What follows belongs to an exercise in optimizing a design on an open flow for small area; a production flow would make more cautious choices.
Where RTL was checked, it was by simulation tests only, not by an equivalence proof against the original.
The RTL of runs 1 to 4 was laid out without a check of its function.
Power figures rest on the tool's default switching activity, not on a simulated workload.

--- flow/design.v ---
package fir_avg_pkg;
  localparam int W_DEF     = 24;
  localparam int LOG2N_DEF = 4;
  localparam int CH_DEF    = 2;
  localparam int ACC_W_DEF = W_DEF + LOG2N_DEF;
  typedef logic signed [ACC_W_DEF-1:0] acc_def_t;
endpackage
module fir_avg_delay_line
#(
  parameter int W     = fir_avg_pkg::W_DEF,
  parameter int LOG2N = fir_avg_pkg::LOG2N_DEF,
  parameter int CH    = fir_avg_pkg::CH_DEF
) (
  input  logic            clk,
  input  logic            we,
  input  logic [CH*W-1:0] din,
  output logic [CH*W-1:0] newest,
  output logic [CH*W-1:0] oldest
);
  localparam int N = 1 << LOG2N;
  logic [N-1:0][CH*W-1:0] sr_q;
  always_ff @(posedge clk) begin
    if (we) sr_q <= {sr_q[N-2:0], din};
  end
  assign newest = sr_q[0];
  assign oldest = sr_q[N-1];
endmodule
module fir_avg_multi
#(
  parameter int W     = fir_avg_pkg::W_DEF,
  parameter int LOG2N = fir_avg_pkg::LOG2N_DEF,
  parameter int CH    = fir_avg_pkg::CH_DEF
) (
  input  logic            clk,
  input  logic            reset,
  input  logic            isValid,
  input  logic            flush,
  input  logic            bypass,
  input  logic [CH*W-1:0] dataIn,
  output logic [CH*W-1:0] dataOut,
  output logic            outValid,
  output logic            filled
);
  localparam int N  = 1 << LOG2N;
  localparam int AW = W + LOG2N;
  localparam int CIA_BLK = 7;
  logic            accept;
  logic [CH*W-1:0] newest;
  logic [CH*W-1:0] oldest;
  logic [LOG2N-1:0] cnt_q;
  logic             filled_q;
  logic             vld_q;
  logic             byp_q;
  assign accept = isValid & ~flush;
  fir_avg_delay_line #(
    .W     (W),
    .LOG2N (LOG2N),
    .CH    (CH)
  ) u_delay_line (
    .clk    (clk),
    .we     (accept),
    .din    (dataIn),
    .newest (newest),
    .oldest (oldest)
  );
  always_ff @(posedge clk or posedge reset) begin
    if (reset) begin
      cnt_q    <= '0;
      filled_q <= 1'b0;
      vld_q    <= 1'b0;
      byp_q    <= 1'b0;
    end else begin
      vld_q <= accept;
      if (flush) begin
        cnt_q    <= '0;
        filled_q <= 1'b0;
        byp_q    <= 1'b0;
      end else if (accept) begin
        cnt_q    <= cnt_q + LOG2N'(1);
        byp_q    <= bypass;
        if (cnt_q == LOG2N'(N-1)) filled_q <= 1'b1;
      end
    end
  end
  assign outValid = vld_q;
  assign filled   = filled_q;
  for (genvar c = 0; c < CH; c++) begin : g_ch
    logic signed [W-1:0]  smp;
    logic signed [W-1:0]  old;
    logic signed [AW-1:0] acc_q;
    logic signed [AW-1:0] acc_nxt;
    assign smp = isValid ? dataIn[c*W +: W] : '0;
    assign old = (isValid & filled_q) ? oldest[c*W +: W] : '0;
    logic [AW-1:0] op_a, op_b, op_c, cs_s, cs_c;
    assign op_a = acc_q;
    assign op_b = {{LOG2N{smp[W-1]}}, smp};
    assign op_c = ~{{LOG2N{old[W-1]}}, old};
    assign cs_s = op_a ^ op_b ^ op_c;
    assign cs_c = (op_a & op_b) | (op_a & op_c) | (op_b & op_c);
    fir_avg_cia #(.AW(AW), .BLK(CIA_BLK)) u_cpa (
      .a   (cs_s),
      .b   ({cs_c[AW-2:0], 1'b1}),
      .sum (acc_nxt)
    );
    always_ff @(posedge clk or posedge reset) begin
      if (reset) acc_q <= '0;
      else       acc_q <= flush ? '0 : acc_nxt;
    end
    assign dataOut[c*W +: W] = byp_q ? newest[c*W +: W] : acc_q[AW-1:LOG2N];
  end
endmodule
module fir_avg_cia
#(
  parameter int AW  = fir_avg_pkg::ACC_W_DEF,
  parameter int BLK = 7
) (
  input  logic [AW-1:0] a,
  input  logic [AW-1:0] b,
  output logic [AW-1:0] sum
);
  localparam int NB = (AW + BLK - 1) / BLK;
  logic [AW-1:0] s0;      
  logic [AW-1:0] ones;    
  logic [NB:0]   cb;      
  assign cb[0] = 1'b0;
  for (genvar j = 0; j < NB; j++) begin : g_blk
    localparam int LO = j * BLK;
    localparam int HI = (LO + BLK < AW) ? LO + BLK : AW;
    logic [HI-LO:0] rc;
    assign rc[0] = 1'b0;
    for (genvar i = LO; i < HI; i++) begin : g_bit
      assign s0[i]         = a[i] ^ b[i] ^ rc[i-LO];
      assign rc[i-LO+1]    = (a[i] & b[i]) | (a[i] & rc[i-LO]) | (b[i] & rc[i-LO]);
      if (i == LO) begin : g_first
        assign ones[i] = 1'b1;
      end else begin : g_next
        assign ones[i] = ones[i-1] & s0[i-1];
      end
      assign sum[i] = s0[i] ^ (cb[j] & ones[i]);
    end
    assign cb[j+1] = rc[HI-LO] | (cb[j] & ones[HI-1] & s0[HI-1]);
  end
endmodule
--- flow/flow/run.sh ---
#!/bin/bash
# Layout flow: the standard ORFS flow (standard.sh: unchanged synthesis,
# floorplan, power grid and tap cells) with its own port buffer and clock
# tree settings. make's full output goes to flow_make.log; ORFS's per-step
# logs stay under orfs/logs/.
set -euo pipefail
bash standard.sh \
  BUFFER_PORTS_ARGS="-buffer_cell sky130_fd_sc_hd__buf_1" \
  CTS_ARGS="-sink_clustering_enable -repair_clock_nets -dont_use_dummy_load -buf_list sky130_fd_sc_hd__clkbuf_4 -sink_clustering_size 10 -sink_clustering_max_diameter 40" \
   finish > flow_make.log 2>&1
--- flow/standard.sh ---
#!/bin/bash
# synth_recipe.tcl (not shown) runs the flow's synth.tcl, then flattens the netlist and writes it again
# the make line also repeats each setting of config.mk as NAME=value (left out here)
make -C /OpenROAD-flow-scripts/flow DESIGN_CONFIG=/design/flow/config.mk WORK_HOME=/design/flow/orfs CLKGATE_MAP_FILE= SYNTH_SCRIPT=/design/flow/synth_recipe.tcl "${@:-finish}"
--- flow/config.mk ---
export PLATFORM = sky130hd
export DESIGN_NAME = fir_avg_multi
export DESIGN_NICKNAME = fir_avg_multi
export VERILOG_FILES = /design/flow/design.v
export SDC_FILE = /design/flow/constraint.sdc
export NUM_CORES = 4
export LEC_CHECK = 0
export CAP_MARGIN = 20
export CORE_MARGIN = 2
export CORE_UTILIZATION = 40
export SLEW_MARGIN = 20
--- flow/constraint.sdc ---
create_clock -name core_clock -period 7.0 [get_ports {clk}]
set_input_delay 1.4000 -clock core_clock [delete_from_list [all_inputs] [get_ports {clk}]]
set_output_delay 1.4000 -clock core_clock [all_outputs]
set_load 0.01 [all_outputs]
==> results.env, run 1 <==
RUN_STATUS='complete, no violations'
GRT_PASS1_WL_UM=70700
SETUP.WORST_PATH.CLASS='in2reg'
POWER.NET_SWITCHING_W=0.00278
POST_DRT_VIA_CELL_RATIO=4.66
STARTING_DENSITY_OF_THE_CORE_PCT=40.2
ENDPOINT_KIND='flip-flop'
CP_DATA_ARRIVAL_TIME_NS=7.08
POWER_LEAKAGE_nW=10.8
FINAL_AREA_UM2=31800
NUMBER_OF_BUFFERS_ADDED_ON_PORTS=102
YOSYSWARNINGS=2
POSTROUTEWIRELENGTH_UM=45900
NETSWITCHINGFRACTION_PCT=27.2
CLOCKPOWERSHARE_PCT=21.4
SYNTH_SIMPLE_GATE_AREA_SHARE_PCT=3.75
AREA.GROWTH.SYNTH_TO_FINAL_PCT=8.92
DIE_X_UM=274
MEAN_POST_SYNTH_CELL_AREA_UM2=21.7
POWER_FRAC_COMB_PCT=20.8
SEQPWRFRAC_PCT=57.9
CPMOSTUSEDCELL='sky130_fd_sc_hd__fa_1'
FIN_UTIL_PCT=43.8
DRT_FIRST_PASS_ITERS=4
MULTIINPUTGATEAREA_UM2=4210
PIN_COUNT_OF_THE_BIGGEST_NET_ENTERING_GLOBAL_ROUTING=203
START_KIND='input port'
MAPPEDNETLISTNETS=1518
PERIOD_NEEDED_NS=6.36
SYNTH_AREA_UM2=29200
CTS_TREE='done'
PWR_DENSITY_CELL_nW_PER_UM2=322
WORST_SLEW_PIN_SLEW_NS=1.06
FIN_CRIT_SH_PCT=90.9
CTS_HOLD_REPAIR.BUFFERS=0
POST-CTS-SETUP-BUFFERS=0
FINAL.FILL_COUNT=6391
ANTENNA_LEFT=0
ASYNCSETRESETFLOPFRACSYNTH_PCT=7.58
REPORT.FINAL.SETUP_VIOL=0
REPORT.FINAL.SLEW_VIOL_COUNT=0
CRIT_SLOWEST_CELL='sky130_fd_sc_hd__fa_1'
DETAILEDPLACEMENTHPWL_UM=26700
NUMCTSBUFFERS=113
BOUNDARYPINS=103
POST_SYNTH_NUM_CELL_TYPES=33
SYNTH_CELLS=1348
TIMING.HOLD.WORST.CLASS='reg2reg'
POST_DP_CELL_AREA_UM2=31000
WORST_SKEW_PAIR.LATE_LATENCY_NS=0.87
YS_SEQ_ELEMENTS=831
SYNTH-MAIN-FF-CELL='sky130_fd_sc_hd__edfxtp_1'
DOMINANT_COMBINATIONAL_CELL_FAMILY_BY_AREA_AFTER_SYNTHESIS='adder cells'
MUXSHAREOFSYNTHAREA_PCT=1.64
POST_SYNTH_XOR_AREA_FRACTION_PCT=1.11
POST_CTS_CLOCK_SLEW_AT_THE_LAUNCH_AND_CAPTURE_REGISTERS_OF_THE_WORST_SETUP_AND_HOLD_PATHS_NS=0.09
SYNTH_EDF_COUNT=768
CRITPATHMAXFANOUT=6
MAXCLOCKFREQUENCY_MHz=157
WORST_CLOCK_SKEW_NS=0.0638
HTREEDEPTH=3
DIE_HEIGHT_UM=274
CLOCK_SINKS=831
FIRST_GLOBAL_VIAS=12426
SYNTH_ADDER_AREA_SHARE_PCT=7.58
DRT_DRC_VIOLATIONS_LEFT=0
POWER_REPORT.INTERNAL_TOTAL_W=0.00746
PLACEMENTROWS=99
CTS_ROOT_BUF='sky130_fd_sc_hd__clkbuf_4'
SYNTH_COMPOUND_GATE_AREA_SHARE_PCT=0.296
ORDERED_LIST_OF_CELLS_ON_THE_WORST_PATH='clkbuf_4, and2_2, buf_4, nand2_1, fa_1, fa_1, fa_1, fa_1, fa_1, fa_1, inv_1, fa_1, and4b_1, and3_1, and2_1, ha_1, nand2b_1, nand4_1, nor2_1, ha_1, nor2b_2, nor4_1, nor2b_1, mux2_4'
CRITICAL_PATH_MAX_STAGE_DELAY_NS=0.48
POST_CTS.RESIZED_INSTANCES=0
GPL.FINAL_WEIGHTED_CONGESTION=0.760
FIRST_ITER_VIOLATIONS=665
CTS_MAX_PATH_BUFFERS=3
POWER.IR.VDD_WORST_uV=132
NUMBER_OF_ANTENNA_VIOLATIONS_AT_THE_FIRST_CHECK_IN_GLOBAL_ROUTING=3
TOTAL_ROUTING_USAGE_REPORTED_BY_GLOBAL_ROUTING_PCT=12.4
GRT_SETUP_UNREPAIRED='false'
DR_TOTAL_VIAS=11757
FF_LATCH_AREA_UM2=24600
YS_SEQ_AREA_SHARE_PCT=84.3
CORE-AREA_UM2=72600
MAXCAPVIOLCOUNT=0
FINALNETCOUNT=1735
FP.DIEAREA_UM2=75200
LAYOUT_CELLS_SIZED_ABOVE_1_PCT=12.3
FIN_TNS_SETUP_NS=0
GRT.OVERFLOW.TOTAL=0
FIN_WORST_HOLD_SLACK_NS=0.363
ROUTED_WIRE_LENGTH_PER_INSTANCE_UM=18.2
HOLD_VIO_CNT_FINAL=0
SLEW_HEADROOM_PCT=29.2
WORSTPATHREQUIRED_NS=7.72
## path summary, 6_finish.rpt
kind,cells past startpoint,startpoint,slack (ns),endpoint
worst max-delay path,24,isValid,0.64,g_ch[1].acc_q[27]$_DFF_PP0_
worst min-delay path,0,u_delay_line.sr_q[233]$_DFFE_PP_,0.36,u_delay_line.sr_q[281]$_DFFE_PP_
worst max register to register,24,filled_q$_DFFE_PP0P_,0.81,g_ch[1].acc_q[27]$_DFF_PP0_
worst min register to register,0,u_delay_line.sr_q[233]$_DFFE_PP_,0.36,u_delay_line.sr_q[281]$_DFFE_PP_
max in group asynchronous,3,reset,5.49,g_ch[1].acc_q[9]$_DFF_PP0_
min in group asynchronous,2,reset,0.57,g_ch[0].acc_q[1]$_DFF_PP0_
## Yosys cell counts, types with 4 or more instances
cell / n / area share (%)
sky130_fd_sc_hd__and2_1: 47 / 1.0
sky130_fd_sc_hd__and3_1: 8 / 0.17
sky130_fd_sc_hd__buf_2: 9 / 0.15
sky130_fd_sc_hd__clkbuf_1: 16 / 0.21
sky130_fd_sc_hd__dfrtp_1: 63 / 5.4
sky130_fd_sc_hd__edfxtp_1: 768 / 79
sky130_fd_sc_hd__fa_1: 100 / 6.9
sky130_fd_sc_hd__ha_1: 17 / 0.73
sky130_fd_sc_hd__inv_1: 67 / 0.86
sky130_fd_sc_hd__mux2_2: 38 / 1.5
sky130_fd_sc_hd__nand2_1: 61 / 0.78
sky130_fd_sc_hd__nand2b_1: 4 / 0.086
sky130_fd_sc_hd__nand3_1: 4 / 0.069
sky130_fd_sc_hd__nand4_1: 5 / 0.11
sky130_fd_sc_hd__nor2_1: 42 / 0.54
sky130_fd_sc_hd__nor2b_1: 25 / 0.54
sky130_fd_sc_hd__nor3_1: 4 / 0.069
sky130_fd_sc_hd__o21ai_0: 10 / 0.17
sky130_fd_sc_hd__xnor2_1: 17 / 0.51
sky130_fd_sc_hd__xor2_1: 20 / 0.60
## state kept, by name (all words and copies together) (netlist names)
signal and cells:
cnt_q 4, g_ch.acc_q 56, byp_q 1, vld_q 1
filled_q 1, u_delay_line.sr_q 768
## critical path: cells and delay by family
| family | cells | cell delay [ns] |
|---|---|---|
| adder cells (fa/ha/maj) | 9 | 3.27 |
| buffers and inverters | 3 | 0.39 |
| multiplexers | 1 | 0.29 |
| AND/OR/NAND/NOR | 11 | 1.70 |
## stage by stage
stage | worst slack [ns] | cells | power (W)
2_1_floorplan | -6.89 | 1348 | 0.00764
4_1_cts | 0.736 | 2522 | 0.0105
3_5_place_dp | -0.248 | 2409 | 0.00820
3_3_place_gp | -0.134 | 2409 | 0.00812
6_report | 0.639 | 2524 | 0.0102
5_1_grt | 0.316 | 2524 | 0.0109
## metal layers
| metal | vias up | global-route usage [%] | part of all wire [%] |
|---|---|---|---|
| met4 | 2 | 5.23 | 3.0 |
| li1 | 5345 | - | - |
| met3 | 86 | 2.69 | 4.3 |
| met5 | - | 0 | 0.028 |
| met2 | 245 | 17.9 | 44 |
| met1 | 6079 | 18.2 | 48 |
## cells by family after synthesis
| kind of cell | Yosys count |
|---|---|
| DFF | 831 |
| muxes | 42 |
| AOI/OAI and AO/OA | 15 |
| xor gates and xnor gates | 37 |
| and+or+nand+nor | 212 |
| adders and majority gates | 117 |
| buffers and inverters | 94 |
## cells in the final DEF, fill, tap and decap left out, types with 4 or more instances in the layout
cell                         n
sky130_fd_sc_hd__mux2_2     38
sky130_fd_sc_hd__buf_12      5
sky130_fd_sc_hd__o21ai_0    10
sky130_fd_sc_hd__nand4_1     5
sky130_fd_sc_hd__nand2_1    61
sky130_fd_sc_hd__and3_1      8
sky130_fd_sc_hd__nand2b_1    4
sky130_fd_sc_hd__nand3_1     4
sky130_fd_sc_hd__buf_1     100
sky130_fd_sc_hd__nor2_1     42
sky130_fd_sc_hd__buf_4      22
sky130_fd_sc_hd__clkbuf_4  115
sky130_fd_sc_hd__nor2b_1    22
sky130_fd_sc_hd__nor3_1      4
sky130_fd_sc_hd__fa_1      100
sky130_fd_sc_hd__ha_1       17
sky130_fd_sc_hd__edfxtp_1  768
sky130_fd_sc_hd__inv_1      66
sky130_fd_sc_hd__and2_1     46
sky130_fd_sc_hd__xnor2_1    17
sky130_fd_sc_hd__xor2_1     20
sky130_fd_sc_hd__dfrtp_1    62
## power groups by stage
stage	clock network [W]	logic, W	registers [W]
finish	0.00219	0.00213	0.00593
global route	0.00251	0.00246	0.00597
CTS	0.00234	0.00218	0.00594
detailed placement	0	0.00216	0.00604
global placement	0	0.00209	0.00604
floorplan	0	0.00161	0.00603
## area by class of cell
type	instances	share of cell area (%)
repair buffers	129	2.06
multi-input cells	423	13.2
flip-flops and latches	831	77.4
clock buffers	113	2.67
well taps	959	3.77
inverters	67	0.798
diodes	2	0.0157
==> run 2, diff against run 1 <==
--- a/flow/flow/run.sh
+++ b/flow/flow/run.sh
@@ -7,4 +7,4 @@
 bash standard.sh \
   BUFFER_PORTS_ARGS="-buffer_cell sky130_fd_sc_hd__buf_1" \
-  CTS_ARGS="-sink_clustering_enable -repair_clock_nets -dont_use_dummy_load -buf_list sky130_fd_sc_hd__clkbuf_4 -sink_clustering_size 10 -sink_clustering_max_diameter 40" \
+  CTS_ARGS="-sink_clustering_enable -repair_clock_nets -dont_use_dummy_load -buf_list sky130_fd_sc_hd__clkbuf_16 -sink_clustering_size 36 -sink_clustering_max_diameter 80" \
    finish > flow_make.log 2>&1
==> results.env, run 2 <==
SYNTH_AREA_UM2=29200
FIRST_GLOBAL_VIAS=11701
REPORT.FINAL.SETUP_VIOL=0
WORSTPATHREQUIRED_NS=7.43
MET2_LENGTH_UM=20000
CTS_ROOT_BUF='sky130_fd_sc_hd__clkbuf_16'
YOSYSWARNINGS=2
CTS_TREE='done'
GRT.OVERFLOW.TOTAL=0
ANTENNA_LEFT=0
FP.DIEAREA_UM2=75200
FIN_WORST_HOLD_SLACK_NS=0.339
DIE_X_UM=274
PIN_COUNT_OF_THE_BIGGEST_NET_ENTERING_GLOBAL_ROUTING=203
NUMBER_OF_INSTANCES_ON_THE_WORST_HOLD_PATH=0
CORE-AREA_UM2=72600
ENDPOINT_KIND='flip-flop'
HOLD_VIO_CNT_FINAL=0
FF_LATCH_AREA_UM2=24600
NUMBER_OF_BUFFERS_ADDED_ON_PORTS=102
WL_MET1_UM=22100
DRT_DRC_VIOLATIONS_LEFT=0
SYNTH_TOP_AREA_SHARE_PCT=78.9
CRITICAL_PATH_MAX_STAGE_DELAY_NS=0.47
CRIT_SLOWEST_CELL='sky130_fd_sc_hd__fa_1'
DIE_HEIGHT_UM=274
SLEW_HEADROOM_PCT=29.0
FIRST_ITER_VIOLATIONS=895
MULTIINPUTGATEAREA_UM2=4220
FINAL_AREA_UM2=31800
NUMBER_OF_FLIP_FLOPS_IN_THE_LARGEST_REGISTER=768
FIN_CELLS=2444
PWR_DENSITY_CELL_nW_PER_UM2=324
CLOCK_SINKS=831
POST-SYNTH-TOP-AREA-CELL='sky130_fd_sc_hd__edfxtp_1'
CPMOSTUSEDCELL='sky130_fd_sc_hd__fa_1'
WORST-R2R-CELL-COUNT=24
TIMING.HOLD.WORST.CLASS='reg2reg'
POST-LAYOUT-TOTAL-POWER_W=0.0103
POST_SYNTH_NUM_CELL_TYPES=33
FINAL_CRITICAL_PATH_SETUP_SLACK_NS=0.352
POSTROUTEWIRELENGTH_UM=44600
SYNTH_CELLS=1348
LAYOUT_CELLS_SIZED_ABOVE_1_PCT=7.68
ASYNCSETRESETFLOPFRACSYNTH_PCT=7.58
YS_SEQ_ELEMENTS=831
RUN_STATUS='complete, no violations'
GRT_SETUP_UNREPAIRED='false'
STARTING_DENSITY_OF_THE_CORE_PCT=40.2
PLACEMENTROWS=99
TOTAL_ROUTING_USAGE_REPORTED_BY_GLOBAL_ROUTING_PCT=11.9
YS_TOP_CELLS_BY_COUNT='768 x sky130_fd_sc_hd__edfxtp_1, 100 x sky130_fd_sc_hd__fa_1, 67 x sky130_fd_sc_hd__inv_1'
REPORT.FINAL.SLEW_VIOL_COUNT=0
AREA.GROWTH.SYNTH_TO_FINAL_PCT=9.01
CTS_HOLD_REPAIR.BUFFERS=0
POWER_LEAKAGE_nW=10.7
POST_CTS_CLOCK_SLEW_AT_THE_LAUNCH_AND_CAPTURE_REGISTERS_OF_THE_WORST_SETUP_AND_HOLD_PATHS_NS=0.12
START_KIND='input port'
HIGHEST_LAYER='met5'
MEAN_POST_SYNTH_CELL_AREA_UM2=21.7
CRITICAL_PATH.TOP_DELAY_FAMILY='adder cells'
MAXCAPVIOLCOUNT=0
WORST_SLEW_PIN_SLEW_NS=1.06
POWER.IR.VDD_WORST_uV=175
WORST_SKEW_PAIR.LATE_LATENCY_NS=0.58
SETUP.WORST_PATH.CLASS='in2reg'
CTS_MAX_PATH_BUFFERS=3
GPL.FINAL_WEIGHTED_CONGESTION=0.760
DR_TOTAL_VIAS=11393
YOSYSMOSTFREQUENTCELL='sky130_fd_sc_hd__edfxtp_1'
PERIOD_NEEDED_NS=6.65
MOSTFREQUENTLAYOUTCELL='sky130_fd_sc_hd__edfxtp_1'
WORSTPATHBUFFERINVERTERCOUNT=5
WORST_CLOCK_SKEW_NS=0.0677
HTREEDEPTH=2
FIN_CRIT_SH_PCT=95.0
GRT_PASS1_WL_UM=68300
NUMCTSBUFFERS=35
BOUNDARYPINS=103
ORDERED_LIST_OF_CELLS_ON_THE_WORST_PATH='clkbuf_4, and2_2, buf_4, nand2_1, fa_1, ha_1, fa_1, fa_1, fa_1, fa_1, fa_1, inv_1, fa_1, inv_1, ha_1, nand2b_1, nand4_1, nor2_1, ha_1, nor2b_4, buf_4, or3b_1, xor2_1, nor2_1'
MAPPEDNETLISTNETS=1518
LARGEST-REGISTER='u_delay_line.sr_q'
PRE_CTS_WS_NS=-0.248
DETAILEDPLACEMENTHPWL_UM=26700
MET3_WIRELENGTH_UM=1450
FINALNETCOUNT=1657
YS_SEQ_AREA_SHARE_PCT=84.3
POST-PLACE-CELLS=2409
FINAL.FILL_COUNT=6315
YOSYS-TOP-CELLS-AREA='sky130_fd_sc_hd__edfxtp_1 79%, sky130_fd_sc_hd__fa_1 6.9%, sky130_fd_sc_hd__dfrtp_1 5.4%, sky130_fd_sc_hd__mux2_2 1.5%, sky130_fd_sc_hd__and2_1 1.0%'
N_ANTENNA_CELL=0
SYNTH-MAIN-FF-CELL='sky130_fd_sc_hd__edfxtp_1'
CP_DATA_ARRIVAL_TIME_NS=7.08
CRITPATHMAXFANOUT=6
NUMBER_OF_ANTENNA_VIOLATIONS_AT_THE_FIRST_CHECK_IN_GLOBAL_ROUTING=2
POST_DRT_VIA_CELL_RATIO=4.66
BIGGESTREGSBYFLOPS='u_delay_line.sr_q: 768 flops, g_ch.acc_q: 56 flops, cnt_q: 4 flops'
ROUTED_WIRE_LENGTH_PER_INSTANCE_UM=18.2
DRT_FIRST_PASS_ITERS=5
MAXCLOCKFREQUENCY_MHz=150
CRITICAL_PATH_DEPTH=24
MOSTFREQUENTLAYOUTCELLS='768 x sky130_fd_sc_hd__edfxtp_1, 100 x sky130_fd_sc_hd__fa_1, 100 x sky130_fd_sc_hd__buf_1'
POST_DP_CELL_AREA_UM2=31000
POST-CTS-SETUP-BUFFERS=0
SYNTH_EDF_COUNT=768
## run 2: cell counts after synthesis
No cell type changed its count.
## run 2: cell type report
cell class              instances  area share (%)
repair buffers                129            2.06
well taps                     959            3.77
clock buffers                  35            2.75
inverters                      67           0.798
flip-flops and latches        831            77.4
multi-input cells             423            13.2
## run 2: path summary, 6_finish.rpt
check | slack, ns | from | end
min in group asynchronous | 0.83 | reset | vld_q$_DFF_PP0_
worst min register to register | 0.34 | u_delay_line.sr_q[498]$_DFFE_PP_ | u_delay_line.sr_q[546]$_DFFE_PP_
worst max-delay path | 0.35 | isValid | g_ch[1].acc_q[24]$_DFF_PP0_
max in group asynchronous | 5.24 | reset | g_ch[1].acc_q[25]$_DFF_PP0_
worst min-delay path | 0.34 | u_delay_line.sr_q[498]$_DFFE_PP_ | u_delay_line.sr_q[546]$_DFFE_PP_
worst max register to register | 0.79 | filled_q$_DFFE_PP0P_ | g_ch[1].acc_q[24]$_DFF_PP0_
## run 2: layer usage
layer / GRT usage [%] / vias to the layer above
li1: - / 5151
met1: 18.2 / 6033
met2: 17.7 / 156
met3: 1.98 / 51
met4: 3.26 / 2
met5: 0 / -
## run 2: report_power, final
| group | internal, W | leakage [nW] | switching [W] | total (W) |
|---|---|---|---|---|
| combinational | 0.000980 | 2.22 | 0.00115 | 0.00213 |
| clock | 0.000906 | 0.431 | 0.00137 | 0.00228 |
| sequential | 0.00575 | 8.02 | 0.000178 | 0.00593 |
## run 2: logic make-up (layout without fill, tap and decap cells)
family	after synthesis	after routing	synth area share (%)
XOR/XNOR	37	37	1.11
buffers and inverters	94	231	1.28
adder cells (fa/ha/maj)	117	117	7.58
AO/OA/AOI/OAI	15	15	0.296
AND/OR/NAND/NOR	212	212	3.75
multiplexers	42	42	1.64
flip-flops	831	831	84.3
## run 2: metrics by stage
step / utilization (%) / TNS (ns)
finish: 43.9 / 0
global route: 43.9 / 0
CTS: 43.9 / 0
detailed placement: 42.7 / -1.84
global placement: 42.7 / -0.811
floorplan: - / -5012.47
## run 2: worst reg2reg max path: stages (launching register included)
cell,delay [ns]
sky130_fd_sc_hd__dfrtp_1,0.36
sky130_fd_sc_hd__buf_4,0.17
sky130_fd_sc_hd__and2_2,0.22
sky130_fd_sc_hd__buf_4,0.17
sky130_fd_sc_hd__nand2_1,0.08
sky130_fd_sc_hd__fa_1,0.39
sky130_fd_sc_hd__ha_1,0.23
sky130_fd_sc_hd__fa_1,0.45
sky130_fd_sc_hd__fa_1,0.47
sky130_fd_sc_hd__fa_1,0.47
sky130_fd_sc_hd__fa_1,0.46
sky130_fd_sc_hd__fa_1,0.43
sky130_fd_sc_hd__inv_1,0.09
sky130_fd_sc_hd__fa_1,0.38
sky130_fd_sc_hd__inv_1,0.07
sky130_fd_sc_hd__ha_1,0.13
sky130_fd_sc_hd__nand2b_1,0.15
sky130_fd_sc_hd__nand4_1,0.19
sky130_fd_sc_hd__nor2_1,0.17
sky130_fd_sc_hd__ha_1,0.21
sky130_fd_sc_hd__nor2b_4,0.06
sky130_fd_sc_hd__buf_4,0.14
sky130_fd_sc_hd__or3b_1,0.38
sky130_fd_sc_hd__xor2_1,0.15
sky130_fd_sc_hd__nor2_1,0.06
## run 2: repair_timing
action                                 CTS  global route
setup endpoints to repair                0             1
endpoints found under the hold margin    0             0
gates resized for setup                  0             1
==> run 3, diff against run 2 <==
==> flow/flow/run.sh (replaced) <==
#!/bin/bash
# Layout flow: the standard ORFS flow (standard.sh, unchanged synthesis,
# floorplan, power grid and tap cells), with two settings of its own:
#  - port buffers are the smallest buffer (buf_1) instead of the flow's pick;
#  - clock tree: clkbuf_8 buffers in clusters of at most 20 sinks within
#    60 um, and no dummy loads at the leaves.
# make's full output goes to flow_make.log here; ORFS's per-step logs stay
# under orfs/logs/.
set -euo pipefail
bash standard.sh \
  BUFFER_PORTS_ARGS="-buffer_cell sky130_fd_sc_hd__buf_1" \
  CTS_ARGS="-sink_clustering_enable -repair_clock_nets -dont_use_dummy_load -buf_list sky130_fd_sc_hd__clkbuf_8 -sink_clustering_size 20 -sink_clustering_max_diameter 60" \
  finish > flow_make.log 2>&1
==> results.env, run 3 <==
POST_SYNTH_NUM_CELL_TYPES=33
SEQPWRFRAC_PCT=58.3
DETAILEDPLACEMENTHPWL_UM=26700
PRE_CTS_WS_NS=-0.248
FIN_UTIL_PCT=43.7
CTS_HOLD_REPAIR.BUFFERS=0
YOSYSMOSTFREQUENTCELL='sky130_fd_sc_hd__edfxtp_1'
MUXSHAREOFSYNTHAREA_PCT=1.64
CTS_TREE='done'
DRT_FIRST_PASS_ITERS=5
NETSWITCHINGFRACTION_PCT=26.7
SYNTH_TOP_AREA_SHARE_PCT=78.9
NUMBER_OF_FLIP_FLOPS_IN_THE_LARGEST_REGISTER=768
YOSYS-TOP-CELLS-AREA='sky130_fd_sc_hd__edfxtp_1 79%, sky130_fd_sc_hd__fa_1 6.9%, sky130_fd_sc_hd__dfrtp_1 5.4%, sky130_fd_sc_hd__mux2_2 1.5%, sky130_fd_sc_hd__and2_1 1.0%'
CRIT_SLOWEST_CELL='sky130_fd_sc_hd__fa_1'
NUMBER_OF_ANTENNA_VIOLATIONS_AT_THE_FIRST_CHECK_IN_GLOBAL_ROUTING=2
POST-SYNTH-TOP-AREA-CELL='sky130_fd_sc_hd__edfxtp_1'
GPL.FINAL_WEIGHTED_CONGESTION=0.760
NUMBER_OF_BUFFERS_ADDED_ON_PORTS=102
POSTROUTEWIRELENGTH_UM=45100
NUMCTSBUFFERS=57
POST_SYNTH_XOR_AREA_FRACTION_PCT=1.11
ROUTED_WIRE_LENGTH_PER_INSTANCE_UM=18.3
CLOCKPOWERSHARE_PCT=20.8
REPORT.FINAL.SETUP_VIOL=0
FIN_CRIT_SH_PCT=93.5
SYNTH_AREA_UM2=29200
YS_SEQ_ELEMENTS=831
YS_SEQ_AREA_SHARE_PCT=84.3
RUN_STATUS='complete, no violations'
DIE_X_UM=274
SYNTH_SIMPLE_GATE_AREA_SHARE_PCT=3.75
TIMING.HOLD.WORST.CLASS='reg2reg'
WORST_CLOCK_SKEW_NS=0.0614
MAPPEDNETLISTNETS=1518
PERIOD_NEEDED_NS=6.55
LAYOUT_CELLS_SIZED_ABOVE_1_PCT=9.02
CTS_ROOT_BUF='sky130_fd_sc_hd__clkbuf_8'
ASYNCSETRESETFLOPFRACSYNTH_PCT=7.58
LARGEST-REGISTER='u_delay_line.sr_q'
HOLD_VIO_CNT_FINAL=0
MAXCLOCKFREQUENCY_MHz=153
POWER_FRAC_COMB_PCT=20.9
FINALNETCOUNT=1679
POST-CTS-SETUP-BUFFERS=0
POST_CTS_CLOCK_SLEW_AT_THE_LAUNCH_AND_CAPTURE_REGISTERS_OF_THE_WORST_SETUP_AND_HOLD_PATHS_NS=0.11
BIGGESTREGSBYFLOPS='u_delay_line.sr_q: 768 flops, g_ch.acc_q: 56 flops, cnt_q: 4 flops'
MOSTFREQUENTLAYOUTCELLS='768 x sky130_fd_sc_hd__edfxtp_1, 100 x sky130_fd_sc_hd__fa_1, 100 x sky130_fd_sc_hd__buf_1'
SLEW_HEADROOM_PCT=28.6
FIRST_ITER_VIOLATIONS=802
FIRST_GLOBAL_VIAS=11918
WORST_SKEW_PAIR.LATE_LATENCY_NS=0.65
GRT_SETUP_UNREPAIRED='false'
SYNTH_ADDER_AREA_SHARE_PCT=7.58
MOSTFREQUENTLAYOUTCELL='sky130_fd_sc_hd__edfxtp_1'
MAXCAPVIOLCOUNT=0
START_KIND='input port'
GRT.OVERFLOW.TOTAL=0
DRT_DRC_VIOLATIONS_LEFT=0
CLOCK_SINKS=831
ANTENNA_LEFT=0
POWER.IR.VDD_WORST_uV=146
REPORT.FINAL.SLEW_VIOL_COUNT=0
AREA.GROWTH.SYNTH_TO_FINAL_PCT=8.69
GRT_PASS1_WL_UM=69400
PWR_DENSITY_CELL_nW_PER_UM2=320
PIN_COUNT_OF_THE_BIGGEST_NET_ENTERING_GLOBAL_ROUTING=203
DIE_HEIGHT_UM=274
SETUP.WORST_PATH.CLASS='in2reg'
POWER_LEAKAGE_nW=10.6
FIN_WORST_HOLD_SLACK_NS=0.344
POWER_REPORT.INTERNAL_TOTAL_W=0.00745
ENDPOINT_KIND='flip-flop'
YS_TOP_CELLS_BY_COUNT='768 x sky130_fd_sc_hd__edfxtp_1, 100 x sky130_fd_sc_hd__fa_1, 67 x sky130_fd_sc_hd__inv_1'
SYNTH-MAIN-FF-CELL='sky130_fd_sc_hd__edfxtp_1'
YOSYSWARNINGS=2
WORSTPATHREQUIRED_NS=7.47
FINAL.FILL_COUNT=6339
CRITICAL_PATH_MAX_STAGE_DELAY_NS=0.48
POWER.NET_SWITCHING_W=0.00271
FP.DIEAREA_UM2=75200
FINAL_CRITICAL_PATH_SETUP_SLACK_NS=0.454
PLACEMENTROWS=99
CPMOSTUSEDCELL='sky130_fd_sc_hd__fa_1'
CP_DATA_ARRIVAL_TIME_NS=7.02
MEAN_POST_SYNTH_CELL_AREA_UM2=21.7
CTS_MAX_PATH_BUFFERS=3
TOTAL_ROUTING_USAGE_REPORTED_BY_GLOBAL_ROUTING_PCT=12.1
HTREEDEPTH=2
POST_DRT_VIA_CELL_RATIO=4.64
BOUNDARYPINS=103
SYNTH_EDF_COUNT=768
WORST_SLEW_PIN_SLEW_NS=1.07
STARTING_DENSITY_OF_THE_CORE_PCT=40.2
DR_TOTAL_VIAS=11452
POST_CTS.RESIZED_INSTANCES=0
CRITPATHMAXFANOUT=6
DOMINANT_COMBINATIONAL_CELL_FAMILY_BY_AREA_AFTER_SYNTHESIS='adder cells'
SYNTH_COMPOUND_GATE_AREA_SHARE_PCT=0.296
SYNTH_CELLS=1348
CORE-AREA_UM2=72600
-- run 3: power by group through the flow --
| stage | logic, W | registers (W) | clock network [W] |
|---|---|---|---|
| global route | 0.00245 | 0.00597 | 0.00240 |
| finish | 0.00212 | 0.00593 | 0.00211 |
| CTS | 0.00218 | 0.00594 | 0.00225 |
| floorplan | 0.00161 | 0.00603 | 0 |
| global placement | 0.00209 | 0.00604 | 0 |
| detailed placement | 0.00216 | 0.00604 | 0 |
-- run 3: worst paths after layout --
kind	from	to	slack [ns]	depth (start not counted)
worst max-delay path	isValid	g_ch[1].acc_q[25]$_DFF_PP0_	0.45	25
max in group asynchronous	reset	g_ch[1].acc_q[2]$_DFF_PP0_	5.32	3
worst max register to register	filled_q$_DFFE_PP0P_	g_ch[1].acc_q[25]$_DFF_PP0_	0.76	25
worst min register to register	u_delay_line.sr_q[498]$_DFFE_PP_	u_delay_line.sr_q[546]$_DFFE_PP_	0.34	0
min in group asynchronous	reset	vld_q$_DFF_PP0_	0.73	2
worst min-delay path	u_delay_line.sr_q[498]$_DFFE_PP_	u_delay_line.sr_q[546]$_DFFE_PP_	0.34	0
-- run 3: kinds of logic (layout without fill, tap and decap cells) --
| logic type | Yosys count | in the layout |
|---|---|---|
| simple gates | 212 | 212 |
| buf+inv | 94 | 253 |
| compound gates | 15 | 15 |
| xor+xnor | 37 | 37 |
| mux | 42 | 42 |
| flops | 831 | 831 |
| fa+ha+maj | 117 | 117 |
| other cells | 0 | 1 |
-- run 3: layout make-up --
cell class / count / area [µm²] / area share [%]
Antenna cell: 1 / 2.50 / 0.00788
Inverter: 67 / 254 / 0.800
Tap cell: 959 / 1200 / 3.78
Clock buffer: 57 / 785 / 2.47
Timing Repair Buffer: 129 / 656 / 2.06
Sequential cell: 831 / 24600 / 77.6
Multi-Input combinational cell: 423 / 4210 / 13.3
-- run 3: critical path: cells and delay by family --
family	cells	cell delay (ns)
adders and majority gates	9	3.28
and+or+nand+nor	11	1.62
buffers and inverters	4	0.54
AOI/OAI and AO/OA	1	0.18
-- run 3: metal layers --
layer,track usage [%],up-vias,wire length [µm]
met5,0,-,13
met4,3.36,2,955
met3,2.39,62,1760
met2,17.9,179,20400
met1,18.2,6021,22000
li1,-,5188,-
-- run 3: stage by stage --
| step | instance area, µm² | TNS (ns) | power (W) | instances |
|---|---|---|---|---|
| after detailed placement | 31000 | -1.84 | 0.00820 | 2409 |
| after CTS | 31700 | 0 | 0.0104 | 2466 |
| final | 31800 | 0 | 0.0102 | 2467 |
| after global routing | 31700 | 0 | 0.0108 | 2466 |
| after floorplan | 29300 | -5012.47 | 0.00764 | 1348 |
| after global placement | 31000 | -0.811 | 0.00812 | 2409 |
==> run 4, diff against run 3 <==
--- a/flow/design.v
+++ b/flow/design.v
@@ -44,5 +44,5 @@
   localparam int N  = 1 << LOG2N;
   localparam int AW = W + LOG2N;
-  localparam int CIA_BLK = 7;
+  localparam int CIA_BLK = 8;
   logic            accept;
   logic [CH*W-1:0] newest;
@@ -51,5 +51,7 @@
   logic             filled_q;
   logic             vld_q;
-  logic             byp_q;
+  logic             zero_q;     
+  logic             sel_avg_q;  
+  logic             sel_smp_q;  
   assign accept = isValid & ~flush;
   fir_avg_delay_line #(
@@ -66,17 +68,22 @@
   always_ff @(posedge clk or posedge reset) begin
     if (reset) begin
-      cnt_q    <= '0;
-      filled_q <= 1'b0;
-      vld_q    <= 1'b0;
-      byp_q    <= 1'b0;
+      cnt_q     <= '0;
+      filled_q  <= 1'b0;
+      vld_q     <= 1'b0;
+      zero_q    <= 1'b1;
+      sel_avg_q <= 1'b0;
+      sel_smp_q <= 1'b0;
     end else begin
-      vld_q <= accept;
+      vld_q  <= accept;
+      zero_q <= flush;
       if (flush) begin
-        cnt_q    <= '0;
-        filled_q <= 1'b0;
-        byp_q    <= 1'b0;
+        cnt_q     <= '0;
+        filled_q  <= 1'b0;
+        sel_avg_q <= 1'b0;
+        sel_smp_q <= 1'b0;
       end else if (accept) begin
-        cnt_q    <= cnt_q + LOG2N'(1);
-        byp_q    <= bypass;
+        cnt_q     <= cnt_q + LOG2N'(1);
+        sel_avg_q <= ~bypass;
+        sel_smp_q <= bypass;
         if (cnt_q == LOG2N'(N-1)) filled_q <= 1'b1;
       end
@@ -86,14 +93,18 @@
   assign filled   = filled_q;
   for (genvar c = 0; c < CH; c++) begin : g_ch
-    logic signed [W-1:0]  smp;
-    logic signed [W-1:0]  old;
+    logic                 smp_v;
+    logic                 old_v;
+    logic        [W-1:0]  smp_o;
+    logic        [W-1:0]  old_o;
     logic signed [AW-1:0] acc_q;
     logic signed [AW-1:0] acc_nxt;
-    assign smp = isValid ? dataIn[c*W +: W] : '0;
-    assign old = (isValid & filled_q) ? oldest[c*W +: W] : '0;
+    assign smp_v = isValid;
+    assign old_v = isValid & filled_q;
+    assign smp_o = {~(smp_v & dataIn[c*W+W-1]), {(W-1){smp_v}} & dataIn[c*W +: W-1]};
+    assign old_o = {~(old_v & oldest[c*W+W-1]), {(W-1){old_v}} & oldest[c*W +: W-1]};
     logic [AW-1:0] op_a, op_b, op_c, cs_s, cs_c;
-    assign op_a = acc_q;
-    assign op_b = {{LOG2N{smp[W-1]}}, smp};
-    assign op_c = ~{{LOG2N{old[W-1]}}, old};
+    assign op_a = zero_q ? '0 : acc_q;
+    assign op_b = {{LOG2N{1'b0}}, smp_o};
+    assign op_c = ~{{LOG2N{1'b0}}, old_o};
     assign cs_s = op_a ^ op_b ^ op_c;
     assign cs_c = (op_a & op_b) | (op_a & op_c) | (op_b & op_c);
@@ -103,9 +114,9 @@
       .sum (acc_nxt)
     );
-    always_ff @(posedge clk or posedge reset) begin
-      if (reset) acc_q <= '0;
-      else       acc_q <= flush ? '0 : acc_nxt;
+    always_ff @(posedge clk) begin
+      acc_q <= acc_nxt;
     end
-    assign dataOut[c*W +: W] = byp_q ? newest[c*W +: W] : acc_q[AW-1:LOG2N];
+    assign dataOut[c*W +: W] = ({W{sel_avg_q}} & acc_q[AW-1:LOG2N])
+                             | ({W{sel_smp_q}} & newest[c*W +: W]);
   end
 endmodule
@@ -131,13 +142,13 @@
     for (genvar i = LO; i < HI; i++) begin : g_bit
       assign s0[i]         = a[i] ^ b[i] ^ rc[i-LO];
-      assign rc[i-LO+1]    = (a[i] & b[i]) | (a[i] & rc[i-LO]) | (b[i] & rc[i-LO]);
+      assign rc[i-LO+1]    = (a[i] & b[i]) | (rc[i-LO] & (a[i] ^ b[i]));
       if (i == LO) begin : g_first
         assign ones[i] = 1'b1;
       end else begin : g_next
-        assign ones[i] = ones[i-1] & s0[i-1];
+        assign ones[i] = &s0[i-1:LO];
       end
       assign sum[i] = s0[i] ^ (cb[j] & ones[i]);
     end
-    assign cb[j+1] = rc[HI-LO] | (cb[j] & ones[HI-1] & s0[HI-1]);
+    assign cb[j+1] = rc[HI-LO] | (cb[j] & (&s0[HI-1:LO]));
   end
 endmodule
==> results.env, run 4 <==
RUN_STATUS='complete, no violations'
FIN_CRIT_SH_PCT=88.1
PLACEMENTROWS=98
MUXSHAREOFSYNTHAREA_PCT=0.0693
GRT_PASS1_WL_UM=70600
LAYOUT_CELLS_SIZED_ABOVE_1_PCT=7.09
START_KIND='input port'
GRT.OVERFLOW.TOTAL=0
DRT_DRC_VIOLATIONS_LEFT=0
DRT_FIRST_PASS_ITERS=5
ROUTED_WIRE_LENGTH_PER_INSTANCE_UM=18.9
TIMING.HOLD.WORST.CLASS='reg2reg'
AREA.GROWTH.SYNTH_TO_FINAL_PCT=8.58
MAPPEDNETLISTNETS=1495
NUMBER_OF_FLIP_FLOPS_IN_THE_LARGEST_REGISTER=768
CRITPATHMAXFANOUT=10
SYNTH_ADDER_AREA_SHARE_PCT=7.07
FINAL_AREA_UM2=31400
NUMBER_OF_ANTENNA_VIOLATIONS_AT_THE_FIRST_CHECK_IN_GLOBAL_ROUTING=2
POST-SYNTH-TOP-AREA-CELL='sky130_fd_sc_hd__edfxtp_1'
SYNTH_SIMPLE_GATE_AREA_SHARE_PCT=4.22
FIRST_ITER_VIOLATIONS=1139
N_ANTENNA_CELL=0
POST_CTS_CLOCK_SLEW_AT_THE_LAUNCH_AND_CAPTURE_REGISTERS_OF_THE_WORST_SETUP_AND_HOLD_PATHS_NS=0.11
GPL.FINAL_WEIGHTED_CONGESTION=0.766
SYNTH_COMPOUND_GATE_AREA_SHARE_PCT=1.91
CTS_ROOT_BUF='sky130_fd_sc_hd__clkbuf_8'
PWR_DENSITY_CELL_nW_PER_UM2=311
MOSTFREQUENTLAYOUTCELLS='768 x sky130_fd_sc_hd__edfxtp_1, 101 x sky130_fd_sc_hd__buf_1, 94 x sky130_fd_sc_hd__fa_1'
WORST_SKEW_PAIR.LATE_LATENCY_NS=0.69
YS_SEQ_ELEMENTS=833
HOLD_VIO_CNT_FINAL=0
SYNTH_TOP_AREA_SHARE_PCT=79.8
BOUNDARYPINS=103
DIE_X_UM=273
PERIOD_NEEDED_NS=6.16
MEAN_POST_SYNTH_CELL_AREA_UM2=21.7
ASYNCSETRESETFLOPFRACSYNTH_PCT=1.08
YOSYSWARNINGS=2
SYNTH_AREA_UM2=28900
CLOCK_SINKS=833
CTS_HOLD_REPAIR.BUFFERS=0
POST_DP_CELL_AREA_UM2=30600
POST_SYNTH_XOR_AREA_FRACTION_PCT=1.12
TOTAL_ROUTING_USAGE_REPORTED_BY_GLOBAL_ROUTING_PCT=12.4
FINAL.FILL_COUNT=6063
POST_DRT_VIA_CELL_RATIO=4.75
FIN_TNS_SETUP_NS=0
FIRST_GLOBAL_VIAS=11853
YOSYS-TOP-CELLS-AREA='sky130_fd_sc_hd__edfxtp_1 80%, sky130_fd_sc_hd__fa_1 6.5%, sky130_fd_sc_hd__dfxtp_1 3.9%, sky130_fd_sc_hd__a22o_1 1.5%, sky130_fd_sc_hd__nand2b_1 1.1%'
MAXCAPVIOLCOUNT=0
POST-CTS-SETUP-BUFFERS=0
MULTIINPUTGATEAREA_UM2=4170
REPORT.FINAL.SLEW_VIOL_COUNT=0
PIN_COUNT_OF_THE_BIGGEST_NET_ENTERING_GLOBAL_ROUTING=146
DIE_HEIGHT_UM=273
MAXCLOCKFREQUENCY_MHz=162
FP.DIEAREA_UM2=74400
LARGEST-REGISTER='u_delay_line.sr_q'
CTS_MAX_PATH_BUFFERS=3
FF_LATCH_AREA_UM2=24400
HTREEDEPTH=2
CORE-AREA_UM2=71500
NUMBER_OF_BUFFERS_ADDED_ON_PORTS=102
STARTING_DENSITY_OF_THE_CORE_PCT=40.4
SETUP.WORST_PATH.CLASS='in2reg'
WORST_SLEW_PIN_SLEW_NS=0.788
BIGGESTREGSBYFLOPS='u_delay_line.sr_q: 768 flops, g_ch.acc_q: 56 flops, cnt_q: 4 flops'
CP_DATA_ARRIVAL_TIME_NS=6.73
CTS_TREE='done'
REPORT.FINAL.SETUP_VIOL=0
WORST_CLOCK_SKEW_NS=0.0691
POST_CTS.RESIZED_INSTANCES=0
SYNTH_CELLS=1335
WORSTPATHREQUIRED_NS=7.57
FINALNETCOUNT=1643
SYNTH-MAIN-FF-CELL='sky130_fd_sc_hd__edfxtp_1'
YOSYSMOSTFREQUENTCELL='sky130_fd_sc_hd__edfxtp_1'
MOSTFREQUENTLAYOUTCELL='sky130_fd_sc_hd__edfxtp_1'
SYNTH_EDF_COUNT=768
YS_SEQ_AREA_SHARE_PCT=84.4
YS_TOP_CELLS_BY_COUNT='768 x sky130_fd_sc_hd__edfxtp_1, 94 x sky130_fd_sc_hd__fa_1, 57 x sky130_fd_sc_hd__inv_1'
POSTROUTEWIRELENGTH_UM=46000
DETAILEDPLACEMENTHPWL_UM=28300
ANTENNA_LEFT=0
DR_TOTAL_VIAS=11540
POWER_LEAKAGE_nW=10.5
DOMINANT_COMBINATIONAL_CELL_FAMILY_BY_AREA_AFTER_SYNTHESIS='adder cells'
POST_SYNTH_NUM_CELL_TYPES=48
POWER.IR.VDD_WORST_uV=183
GRT_SETUP_UNREPAIRED='false'
SLEW_HEADROOM_PCT=47.5
NUMCTSBUFFERS=54
ENDPOINT_KIND='flip-flop'
run 4: metal layers:
| metal | track usage (%) | vias up | part of all wire (%) |
|---|---|---|---|
| met5 | 0 | - | 0 |
| met4 | 3.66 | 0 | 2.5 |
| met3 | 2.45 | 74 | 4.3 |
| met2 | 18.1 | 192 | 44 |
| met1 | 18.9 | 6073 | 49 |
| li1 | - | 5201 | - |
run 4: area by class of cell:
type | count | share of cell area, %
Sequential cell | 833 | 77.8
Multi-Input combinational cell | 413 | 13.3
Tap cell | 950 | 3.79
Clock buffer | 54 | 2.37
Timing Repair Buffer | 124 | 2.10
Inverter | 57 | 0.682
run 4: cells by family after synthesis:
logic type	count (synthesis)
AO/OA/AOI/OAI	61
multiplexers	2
buffers and inverters	89
adder cells (fa/ha/maj)	107
XOR/XNOR	36
AND/OR/NAND/NOR	207
flip-flops	833
run 4: report_power, final:
group / total [W] / internal, W / leakage [nW] / switching, W
sequential: 0.00602 / 0.00582 / 7.80 / 0.000201
combinational: 0.00169 / 0.000762 / 2.27 / 0.000930
clock: 0.00207 / 0.000692 / 0.388 / 0.00137
run 4: path summary, 6_finish.rpt:
check                                            startpoint                                to  slack [ns]  cells after the start
max reg2reg                                zero_q$_DFF_PP1_         g_ch[1].acc_q[25]$_DFF_P_        1.00                     15
max in group asynchronous                             reset             sel_smp_q$_DFFE_PP0P_        5.98                      2
max                                                 isValid         g_ch[1].acc_q[25]$_DFF_P_        0.84                     18
min reg2reg                u_delay_line.sr_q[253]$_DFFE_PP_  u_delay_line.sr_q[301]$_DFFE_PP_        0.35                      0
min                        u_delay_line.sr_q[253]$_DFFE_PP_  u_delay_line.sr_q[301]$_DFFE_PP_        0.35                      0
min in group asynchronous                             reset                   vld_q$_DFF_PP0_        0.67                      2
run 4: worst max-delay path, cell delays in order:
cell and delay [ns]:
sky130_fd_sc_hd__clkbuf_4 0.20, sky130_fd_sc_hd__buf_4 0.20, sky130_fd_sc_hd__and3_1 0.17, sky130_fd_sc_hd__fa_1 0.48
sky130_fd_sc_hd__inv_1 0.07, sky130_fd_sc_hd__ha_1 0.14, sky130_fd_sc_hd__inv_1 0.05, sky130_fd_sc_hd__fa_1 0.44
sky130_fd_sc_hd__fa_1 0.46, sky130_fd_sc_hd__fa_1 0.46, sky130_fd_sc_hd__fa_1 0.46, sky130_fd_sc_hd__fa_1 0.46
sky130_fd_sc_hd__fa_1 0.47, sky130_fd_sc_hd__fa_1 0.61, sky130_fd_sc_hd__nor3_1 0.06, sky130_fd_sc_hd__a31o_2 0.26
sky130_fd_sc_hd__ha_1 0.20, sky130_fd_sc_hd__xnor2_1 0.12
run 4: metrics by stage:
step	hold slack (ns)	std cells	total power [W]	worst slack (ns)	utilization [%]
after floorplan	0.400	1335	0.00743	-6.76	-
after global placement	0.400	2376	0.00778	0.179	42.8
after detailed placement	0.405	2376	0.00784	0.0845	42.8
after CTS	0.343	2430	0.00993	0.844	43.9
after global routing	0.343	2431	0.0103	0.660	43.9
final	0.347	2431	0.00977	0.835	43.9
==> run 5, diff against run 4 <==
--- a/flow/design.v
+++ b/flow/design.v
@@ -51,5 +51,4 @@
   logic             filled_q;
   logic             vld_q;
-  logic             zero_q;     
   logic             sel_avg_q;  
   logic             sel_smp_q;  
@@ -71,10 +70,8 @@
       filled_q  <= 1'b0;
       vld_q     <= 1'b0;
-      zero_q    <= 1'b1;
       sel_avg_q <= 1'b0;
       sel_smp_q <= 1'b0;
     end else begin
       vld_q  <= accept;
-      zero_q <= flush;
       if (flush) begin
         cnt_q     <= '0;
@@ -104,5 +101,5 @@
     assign old_o = {~(old_v & oldest[c*W+W-1]), {(W-1){old_v}} & oldest[c*W +: W-1]};
     logic [AW-1:0] op_a, op_b, op_c, cs_s, cs_c;
-    assign op_a = zero_q ? '0 : acc_q;
+    assign op_a = acc_q;
     assign op_b = {{LOG2N{1'b0}}, smp_o};
     assign op_c = ~{{LOG2N{1'b0}}, old_o};
@@ -114,6 +111,7 @@
       .sum (acc_nxt)
     );
-    always_ff @(posedge clk) begin
-      acc_q <= acc_nxt;
+    always_ff @(posedge clk or posedge reset) begin
+      if (reset) acc_q <= '0;
+      else       acc_q <= flush ? '0 : acc_nxt;
     end
     assign dataOut[c*W +: W] = ({W{sel_avg_q}} & acc_q[AW-1:LOG2N])
==> results.env, run 5 <==
RUN_STATUS='complete, no violations'
POWER_REPORT.INTERNAL_TOTAL_W=0.00741
POST-CTS-SETUP-BUFFERS=0
REG2REG_SETUP_SLACK_NS=0.83
DETAILEDPLACEMENTHPWL_UM=28500
POWER.IR.VDD_WORST_uV=148
DOMINANT_COMBINATIONAL_CELL_FAMILY_BY_AREA_AFTER_SYNTHESIS='adder cells'
POST-SYNTH-TOP-AREA-CELL='sky130_fd_sc_hd__edfxtp_1'
SYNTH_AREA_UM2=28900
ROUTED_WIRE_LENGTH_PER_INSTANCE_UM=19.5
POST_DRT_VIA_CELL_RATIO=4.78
HTREEDEPTH=2
START_KIND='input port'
MUXSHAREOFSYNTHAREA_PCT=0.104
HOLD_START='u_delay_line.sr_q[117]$_DFFE_PP_'
CP_DATA_ARRIVAL_TIME_NS=7.10
TOTAL_ROUTING_USAGE_REPORTED_BY_GLOBAL_ROUTING_PCT=12.7
WORST_SKEW_PAIR.LATE_LATENCY_NS=0.71
MEAN_POST_SYNTH_CELL_AREA_UM2=22.2
BOUNDARYPINS=103
FP.DIEAREA_UM2=74400
YS_TOP_CELLS_BY_COUNT='768 x sky130_fd_sc_hd__edfxtp_1, 94 x sky130_fd_sc_hd__fa_1, 64 x sky130_fd_sc_hd__dfrtp_1'
YS_SEQ_AREA_SHARE_PCT=85.4
CORE-AREA_UM2=71500
GRT_PASS1_WL_UM=71900
YS_SEQ_ELEMENTS=832
NUMCTSBUFFERS=56
MAXCAPVIOLCOUNT=0
YOSYSWARNINGS=2
CRITPATHMAXFANOUT=9
SEQPWRFRAC_PCT=59.0
DRT_DRC_VIOLATIONS_LEFT=0
SETUP.WORST_PATH.CLASS='in2reg'
STARTING_DENSITY_OF_THE_CORE_PCT=40.4
POSTROUTEWIRELENGTH_UM=46900
FINALNETCOUNT=1620
HOLD_VIO_CNT_FINAL=0
MAXCLOCKFREQUENCY_MHz=153
DIE_HEIGHT_UM=273
POST_CTS_CLOCK_SLEW_AT_THE_LAUNCH_AND_CAPTURE_REGISTERS_OF_THE_WORST_SETUP_AND_HOLD_PATHS_NS=0.12
POST_SYNTH_NUM_CELL_TYPES=36
REPORT.FINAL.SLEW_VIOL_COUNT=0
SYNTH_TOP_AREA_SHARE_PCT=79.8
POST_SYNTH_XOR_AREA_FRACTION_PCT=1.09
NUMBER_OF_ANTENNA_VIOLATIONS_AT_THE_FIRST_CHECK_IN_GLOBAL_ROUTING=4
SYNTH_ADDER_AREA_SHARE_PCT=7.08
WORST_SETUP_PATH_STARTPOINT='isValid'
PLACEMENTROWS=98
AREA.GROWTH.SYNTH_TO_FINAL_PCT=8.80
WORST-R2R-CELL-COUNT=17
CTS_TREE='done'
FINAL_CRITICAL_PATH_SETUP_SLACK_NS=0.484
POWER_LEAKAGE_nW=10.3
MOSTFREQUENTLAYOUTCELL='sky130_fd_sc_hd__edfxtp_1'
POWER_FRAC_COMB_PCT=20.1
POST-LAYOUT-TOTAL-POWER_W=0.0101
NUMBER_OF_FLIP_FLOPS_IN_THE_LARGEST_REGISTER=768
GRT_SETUP_UNREPAIRED='false'
PWR_DENSITY_CELL_nW_PER_UM2=322
DRT_FIRST_PASS_ITERS=5
ASYNCSETRESETFLOPFRACSYNTH_PCT=7.69
POWER.NET_SWITCHING_W=0.00270
GPL.FINAL_WEIGHTED_CONGESTION=0.779
SYNTH-MAIN-FF-CELL='sky130_fd_sc_hd__edfxtp_1'
CTS_ROOT_BUF='sky130_fd_sc_hd__clkbuf_8'
ENDPOINT_KIND='flip-flop'
ANTENNA_LEFT=0
YOSYS-TOP-CELLS-AREA='sky130_fd_sc_hd__edfxtp_1 80%, sky130_fd_sc_hd__fa_1 6.5%, sky130_fd_sc_hd__dfrtp_1 5.5%, sky130_fd_sc_hd__a22o_1 1.5%, sky130_fd_sc_hd__and2_1 1.1%'
DIE_X_UM=273
GRT.OVERFLOW.TOTAL=0
REGTOREGSTARTPOINT='filled_q$_DFFE_PP0P_'
SYNTH_SIMPLE_GATE_AREA_SHARE_PCT=3.73
MOSTFREQUENTLAYOUTCELLS='768 x sky130_fd_sc_hd__edfxtp_1, 100 x sky130_fd_sc_hd__buf_1, 94 x sky130_fd_sc_hd__fa_1'
BIGGESTREGSBYFLOPS='u_delay_line.sr_q: 768 flops, g_ch.acc_q: 56 flops, cnt_q: 4 flops'
FIN_CRIT_SH_PCT=93.1
WORST_SLEW_PIN_SLEW_NS=1.01
SYNTH_COMPOUND_GATE_AREA_SHARE_PCT=1.93
POST_CTS.RESIZED_INSTANCES=0
FIN_UTIL_PCT=44.0
TIMING.HOLD.WORST.CLASS='reg2reg'
LAYOUT_CELLS_SIZED_ABOVE_1_PCT=6.65
MAPPEDNETLISTNETS=1460
PRE_CTS_WS_NS=-0.261
YOSYSMOSTFREQUENTCELL='sky130_fd_sc_hd__edfxtp_1'
NUMBER_OF_BUFFERS_ADDED_ON_PORTS=102
NETSWITCHINGFRACTION_PCT=26.7
SYNTH_EDF_COUNT=768
LARGEST-REGISTER='u_delay_line.sr_q'
REPORT.FINAL.SETUP_VIOL=0
FIRST_GLOBAL_VIAS=11955
FIRST_ITER_VIOLATIONS=945
WORST_CLOCK_SKEW_NS=0.0616
PERIOD_NEEDED_NS=6.52
WORSTPATHREQUIRED_NS=7.59
SYNTH_CELLS=1300
PIN_COUNT_OF_THE_BIGGEST_NET_ENTERING_GLOBAL_ROUTING=182
SLEW_HEADROOM_PCT=32.5
CLOCK_SINKS=832
DR_TOTAL_VIAS=11525
CLOCKPOWERSHARE_PCT=20.9
NUMBER_OF_INSTANCES_ON_THE_WORST_HOLD_PATH=0
CTS_HOLD_REPAIR.BUFFERS=0
CTS_MAX_PATH_BUFFERS=3
==> run 5: layout make-up <==
| type | instances | area, µm² |
|---|---|---|
| antenna | 1 | 2.50 |
| clock buffer | 56 | 771 |
| fill | 6062 | 40100 |
| inverter | 16 | 61.3 |
| multi-input combinational | 420 | 4040 |
| sequential | 832 | 24700 |
| tap | 950 | 1190 |
| timing repair buffer | 134 | 701 |
==> run 5: worst paths after layout <==
path | to
setup / recovery | g_ch[1].acc_q[26]$_DFF_PP0_
hold / removal | u_delay_line.sr_q[165]$_DFFE_PP_
setup reg to reg | g_ch[1].acc_q[26]$_DFF_PP0_
hold reg to reg | u_delay_line.sr_q[165]$_DFFE_PP_
max in group asynchronous | sel_avg_q$_DFFE_PP0P_
min in group asynchronous | g_ch[0].acc_q[0]$_DFF_PP0_
==> run 5: layer usage <==
layer	up-vias	part of all wire [%]	global-route usage, %
met5	-	0.064	0
met3	85	4.4	2.50
li1	5147	-	-
met2	205	44	18.3
met1	6084	48	19.4
met4	4	3.0	4.14
==> run 5: through the flow <==
step / hold slack (ns) / setup TNS (ns) / cells / instance area [µm²]
2_1_floorplan: 0.400 / -4919.24 / 1300 / 28900
3_3_place_gp: 0.400 / -0.287 / 2352 / 30700
3_5_place_dp: 0.405 / -1.46 / 2352 / 30700
4_1_cts: 0.373 / 0 / 2408 / 31400
5_1_grt: 0.364 / 0 / 2408 / 31400
6_report: 0.364 / 0 / 2409 / 31400
==> run 5: critical path, stage by stage <==
cell and delay (ns):
sky130_fd_sc_hd__clkbuf_2 0.10, sky130_fd_sc_hd__and2_2 0.25, sky130_fd_sc_hd__buf_12 0.15, sky130_fd_sc_hd__nand2_1 0.08, sky130_fd_sc_hd__fa_1 0.46, sky130_fd_sc_hd__ha_1 0.22
sky130_fd_sc_hd__fa_1 0.45, sky130_fd_sc_hd__fa_1 0.46, sky130_fd_sc_hd__fa_1 0.47, sky130_fd_sc_hd__fa_1 0.46, sky130_fd_sc_hd__fa_1 0.46, sky130_fd_sc_hd__fa_1 0.47
sky130_fd_sc_hd__fa_1 0.58, sky130_fd_sc_hd__a41o_1 0.27, sky130_fd_sc_hd__a41oi_4 0.14, sky130_fd_sc_hd__buf_4 0.16, sky130_fd_sc_hd__or3_1 0.34, sky130_fd_sc_hd__a21oi_1 0.18
==> run 5: cell families after synthesis <==
kind of cell,after synthesis
xor gates and xnor gates,36
buffers and inverters,48
and+or+nand+nor,209
muxes,3
DFF,832
adders and majority gates,107
AOI/OAI and AO/OA,65
==> run 5: power by group through the flow <==
stage	registers (W)	logic, W	clock network, W
floorplan	0.00605	0.00156	0
global placement	0.00607	0.00195	0
detailed placement	0.00608	0.00205	0
CTS	0.00597	0.00207	0.00224
global route	0.00600	0.00231	0.00242
finish	0.00597	0.00203	0.00211

-- static timing again, ports no longer ideal --
No port has a modelled driver above. Below, the same layouts with a new extraction and two added sets of constraints. Step 1 (the two cells are an assumption about what drives the block):
set clk [get_ports {clk}]
set_driving_cell -lib_cell sky130_fd_sc_hd__clkbuf_16 $clk
set_driving_cell -lib_cell sky130_fd_sc_hd__buf_2 [delete_from_list [all_inputs] $clk]
Step 2 adds t to the input delays and takes it off the output delays; t is the mean of the earliest and latest rising clock arrival at the registers after step 1. Input paths then give back, and output paths get back, about the clock's delay inside the block. a / b / c = no drivers / after step 1 / after step 2; a / b = the first two.
run | shift t [ns] | setup slack, ns | latest minus earliest clock arrival (ns) | slew at the worst register clock pin (ns)
run 1 | 0.882 | 0.639 / 0.559 / -0.323 | 0.082 / 0.082 | 0.11 / 0.11
run 2 | 0.607 | 0.352 / 0.288 / -0.319 | 0.078 / 0.078 | 0.12 / 0.12
run 3 | 0.694 | 0.454 / 0.374 / -0.320 | 0.100 / 0.100 | 0.12 / 0.12
run 4 | 0.710 | 0.835 / 0.862 / 0.152 | 0.079 / 0.079 | 0.12 / 0.12
run 5 | 0.707 | 0.484 / 0.439 / -0.268 | 0.107 / 0.107 | 0.12 / 0.12
Met with ideal ports but missed after step 2: setup timing in run 1, run 2, run 3 and run 5. For run 1, which loses most, drivers alone change the setup slack by -0.080 ns; drivers and shift together by -0.962 ns.
